Source: an optimization exercise on an open RTL-to-GDS flow (aim: small area). Production flows keep margins and buffers that such runs may drop. Function was checked by simulation only, so behaviour that the tests miss may differ from the original. Power figures rest on the tool's default switching activity, not on a simulated workload.

// sd_dump_top
module sd_dump_top (
   input  logic clk,
   input  logic reset,
   output logic uart_txd,
   output logic sd_cs,
   output logic sd_sclk,
   output logic sd_mosi,
   input  logic sd_miso,
   output logic done,
   output logic sd_error
);
   typedef enum logic [3:0] {
      S_PWR,      
      S_CMD,      
      S_R1,       
      S_TOK,      
      S_RD,       
      S_INS,      
      S_UW,       
      S_UT,       
      S_WTOK,     
      S_WW,       
      S_WG,       
      S_WS,       
      S_WCRC,     
      S_BUSY,     
      S_DONE,
      S_ERR
   } state_t;
   state_t      state;
   logic [8:0]  ph;        
   logic [9:0]  k;         
   logic [1:0]  cmd;       
   logic        pass2;     
   logic        act;       
   logic [7:0]  sr;        
   logic [4095:0] line;
   logic        tick;      
   logic        slot;      
   logic        uwin;      
   logic [7:0]  line_out;
   logic [5:0]  cmd_idx;
   assign tick     = (ph[4:0] == 5'd31);
   assign uwin     = tick && ph[5];
   assign slot     = (ph == {k[8] ^ k[0], k[7:0]});
   assign line_out = line[4095:4088];
   always_comb begin
      case (cmd)
         2'd0:    cmd_idx = 6'd0;
         2'd1:    cmd_idx = 6'd1;
         2'd2:    cmd_idx = 6'd17;
         default: cmd_idx = 6'd24;
      endcase
   end
   always_ff @(posedge clk) begin
      line <= {line[4087:0], (state == S_INS && slot) ? sr : line_out};
   end
   always_ff @(posedge clk) begin
      if (reset) begin
         ph       <= '0;
         state    <= S_PWR;
         k        <= '0;
         cmd      <= 2'd0;
         pass2    <= 1'b0;
         act      <= 1'b1;
         sr       <= 8'hFF;
         sd_sclk  <= 1'b0;
         sd_cs    <= 1'b1;
         uart_txd <= 1'b1;
         done     <= 1'b0;
         sd_error <= 1'b0;
      end else begin
         ph <= ph + 9'd1;
         sd_sclk <= act && !ph[1];
         if (act && ph[1:0] == 2'd2) begin
            sr <= {sr[6:0], sd_miso};
         end
         if (state == S_UT) begin
            case (ph[5:2])
               4'd0:    uart_txd <= 1'b0;
               4'd1:    uart_txd <= sr[0];
               4'd2:    uart_txd <= sr[1];
  ...
Size in the first run: about 4500 cells after synthesis, roughly 9 I/O pins, roughly 85000 µm² of cells after synthesis.
==> flow/config.mk <==
export PLATFORM = sky130hd
export DESIGN_NAME = sd_dump_top
export DESIGN_NICKNAME = sd_dump_top
export VERILOG_FILES = /design/flow/design.v
export SDC_FILE = /design/flow/constraint.sdc
export NUM_CORES = 4
export LEC_CHECK = 0
export CAP_MARGIN = 20
export CORE_MARGIN = 2
export CORE_UTILIZATION = 70
export PLACE_DENSITY = 0.75
export SLEW_MARGIN = 20
export SYNTH_MEMORY_MAX_BITS = 8192
==> flow/constraint.sdc <==
create_clock -name core_clock -period 10.0 [get_ports {clk}]
set_input_delay 2.0000 -clock core_clock [delete_from_list [all_inputs] [get_ports {clk}]]
set_output_delay 2.0000 -clock core_clock [all_outputs]
set_load 0.01 [all_outputs]
standard.sh (not shown) runs the stock make flow with config.mk's settings and CLKGATE_MAP_FILE= SYNTH_SCRIPT=/design/flow/synth_recipe.tcl, a recipe that flattens the netlist after the stock synthesis.
==> flow/flow/run.sh <==
#!/bin/bash
# The standard layout (standard.sh) with clock tree synthesis told not to add dummy
# loads and to cluster the flip-flops under small leaf buffers.
set -euo pipefail
cd "$(dirname "$0")/.."
source flow/cts_args.sh
export CTS_ARGS
bash standard.sh > flow_make.log 2>&1
==> flow/flow/cts_args.sh <==
CTS_ARGS="-sink_clustering_enable -repair_clock_nets -dont_use_dummy_load -sink_clustering_size 22 -sink_clustering_max_diameter 50 -buf_list {sky130_fd_sc_hd__clkbuf_8}"
Edit:
==> flow/flow/cts_args.sh (replaced) <==
CTS_ARGS="-sink_clustering_enable -repair_clock_nets -dont_use_dummy_load -sink_clustering_size 30 -sink_clustering_max_diameter 50 -buf_list {sky130_fd_sc_hd__clkbuf_16}"
CORE_UTILIZATION = 72   (was 70)
PLACE_DENSITY = 0.8   (was 0.75)
After rerunning:
- This time the run stopped in clock tree synthesis with DPL-0033
- area after synthesis stays the same
- synthesized cell count does not change

* * *

sd_dump_top again, from the RTL that the note above started with.
Design sd_dump_top, start of the top module:
module sd_dump_top (
   input  logic clk,
   input  logic reset,
   output logic uart_txd,
   output logic sd_cs,
   output logic sd_sclk,
   output logic sd_mosi,
   input  logic sd_miso,
   output logic done,
   output logic sd_error
);
export LEC_CHECK = 0
export CAP_MARGIN = 20
export CORE_MARGIN = 2
export CORE_UTILIZATION = 70
export CTS_BUF_LIST = sky130_fd_sc_hd__clkbuf_4 sky130_fd_sc_hd__clkbuf_8
export CTS_CLUSTER_SIZE = 20
export PLACE_DENSITY = 0.75
export SLEW_MARGIN = 20
export SYNTH_MEMORY_MAX_BITS = 8192
create_clock -name core_clock -period 10.0 [get_ports {clk}]
run.sh (not shown) runs the stock make flow with config.mk's settings and CLKGATE_MAP_FILE= SYNTH_SCRIPT=/design/flow/synth_recipe.tcl, a recipe that flattens the netlist after the stock synthesis.
Stock flow here: none of the scripts above is used.
Next try:
==> flow/flow/run.sh (new file) <==
#!/bin/bash
# The standard layout (standard.sh) with clock tree synthesis told not to add dummy
# loads and to cluster the flip-flops under small leaf buffers.
set -euo pipefail
cd "$(dirname "$0")/.."
source flow/cts_args.sh
export CTS_ARGS
bash standard.sh > flow_make.log 2>&1
==> flow/flow/cts_args.sh (new file) <==
CTS_ARGS="-sink_clustering_enable -repair_clock_nets -dont_use_dummy_load -sink_clustering_size 20 -sink_clustering_max_diameter 50 -buf_list {sky130_fd_sc_hd__clkbuf_8}"
==> flow/standard.sh (new file) <==
#!/bin/bash
# synth_recipe.tcl (not shown) runs the flow's synth.tcl, then flattens the netlist and writes it again
# the make line also repeats each setting of config.mk as NAME=value (left out here)
make -C /OpenROAD-flow-scripts/flow DESIGN_CONFIG=/design/flow/config.mk WORK_HOME=/design/flow/orfs CLKGATE_MAP_FILE= SYNTH_SCRIPT=/design/flow/synth_recipe.tcl "${@:-finish}"
Settings changed: CTS_BUF_LIST sky130_fd_sc_hd__clkbuf_4 sky130_fd_sc_hd__clkbuf_8 to default, CTS_CLUSTER_SIZE 20 to default.
removed: flow/run.sh
Outcome: The changed run went through all stages and came out clean. Non-clock buffer count stays the same. Worst hold slack improved by 12 ps. Maximum frequency rises by 2.1%. Power is lower by about 23%. Die area does not change. Critical path depth is unchanged. Sequential cell count is unchanged. Clock power goes down by about 50%.
Next try:
==> flow/flow/cts_args.sh (replaced) <==
CTS_ARGS="-sink_clustering_enable -repair_clock_nets -dont_use_dummy_load -sink_clustering_size 14 -sink_clustering_max_diameter 40 -buf_list {sky130_fd_sc_hd__clkbuf_8}"
Final cell count went up by 1.9%; maximum frequency went down by 1.7%; die area stays the same; sequential power stays flat; routed wire length went up by 6.4%; area after synthesis does not change; clock skew went up by 6.0 ps; final area went up by 1.9%.

port drivers added, routing unchanged:
The flow's constraints put no driver on any port. The routed layouts listed below were extracted and timed again, unchanged, in two steps. Step 1, drivers: a clkbuf_16 drives clk and a buf_2 each remaining input, both assumed. Step 2 adds t to the input delays and takes it off the output delays; t is the mean of the earliest and latest rising clock arrival at the registers after step 1. Input paths then give back, and output paths get back, about the clock's delay inside the block. a / b / c = ideal / step 1 / step 2; a / b = the first two.
run	shift t [ns]	setup WS [ns]	worst hold slack (ns)	latest minus earliest clock arrival (ns)	worst register clock-pin slew, ns
the first run of note 1	0.949	6.001 / 5.933 / 6.289	0.241 / 0.241 / 0.241	0.121 / 0.122	0.12 / 0.12
the first run of note 2	1.034	5.933 / 5.862 / 6.171	0.262 / 0.262 / 0.262	0.083 / 0.083	0.11 / 0.11
the second run of note 2	0.937	6.015 / 5.947 / 6.258	0.273 / 0.273 / 0.273	0.078 / 0.078	0.12 / 0.12
the third run of note 2	0.988	5.945 / 5.877 / 6.305	0.255 / 0.255 / 0.255	0.099 / 0.100	0.09 / 0.09
After both steps every run listed still meets setup and hold.
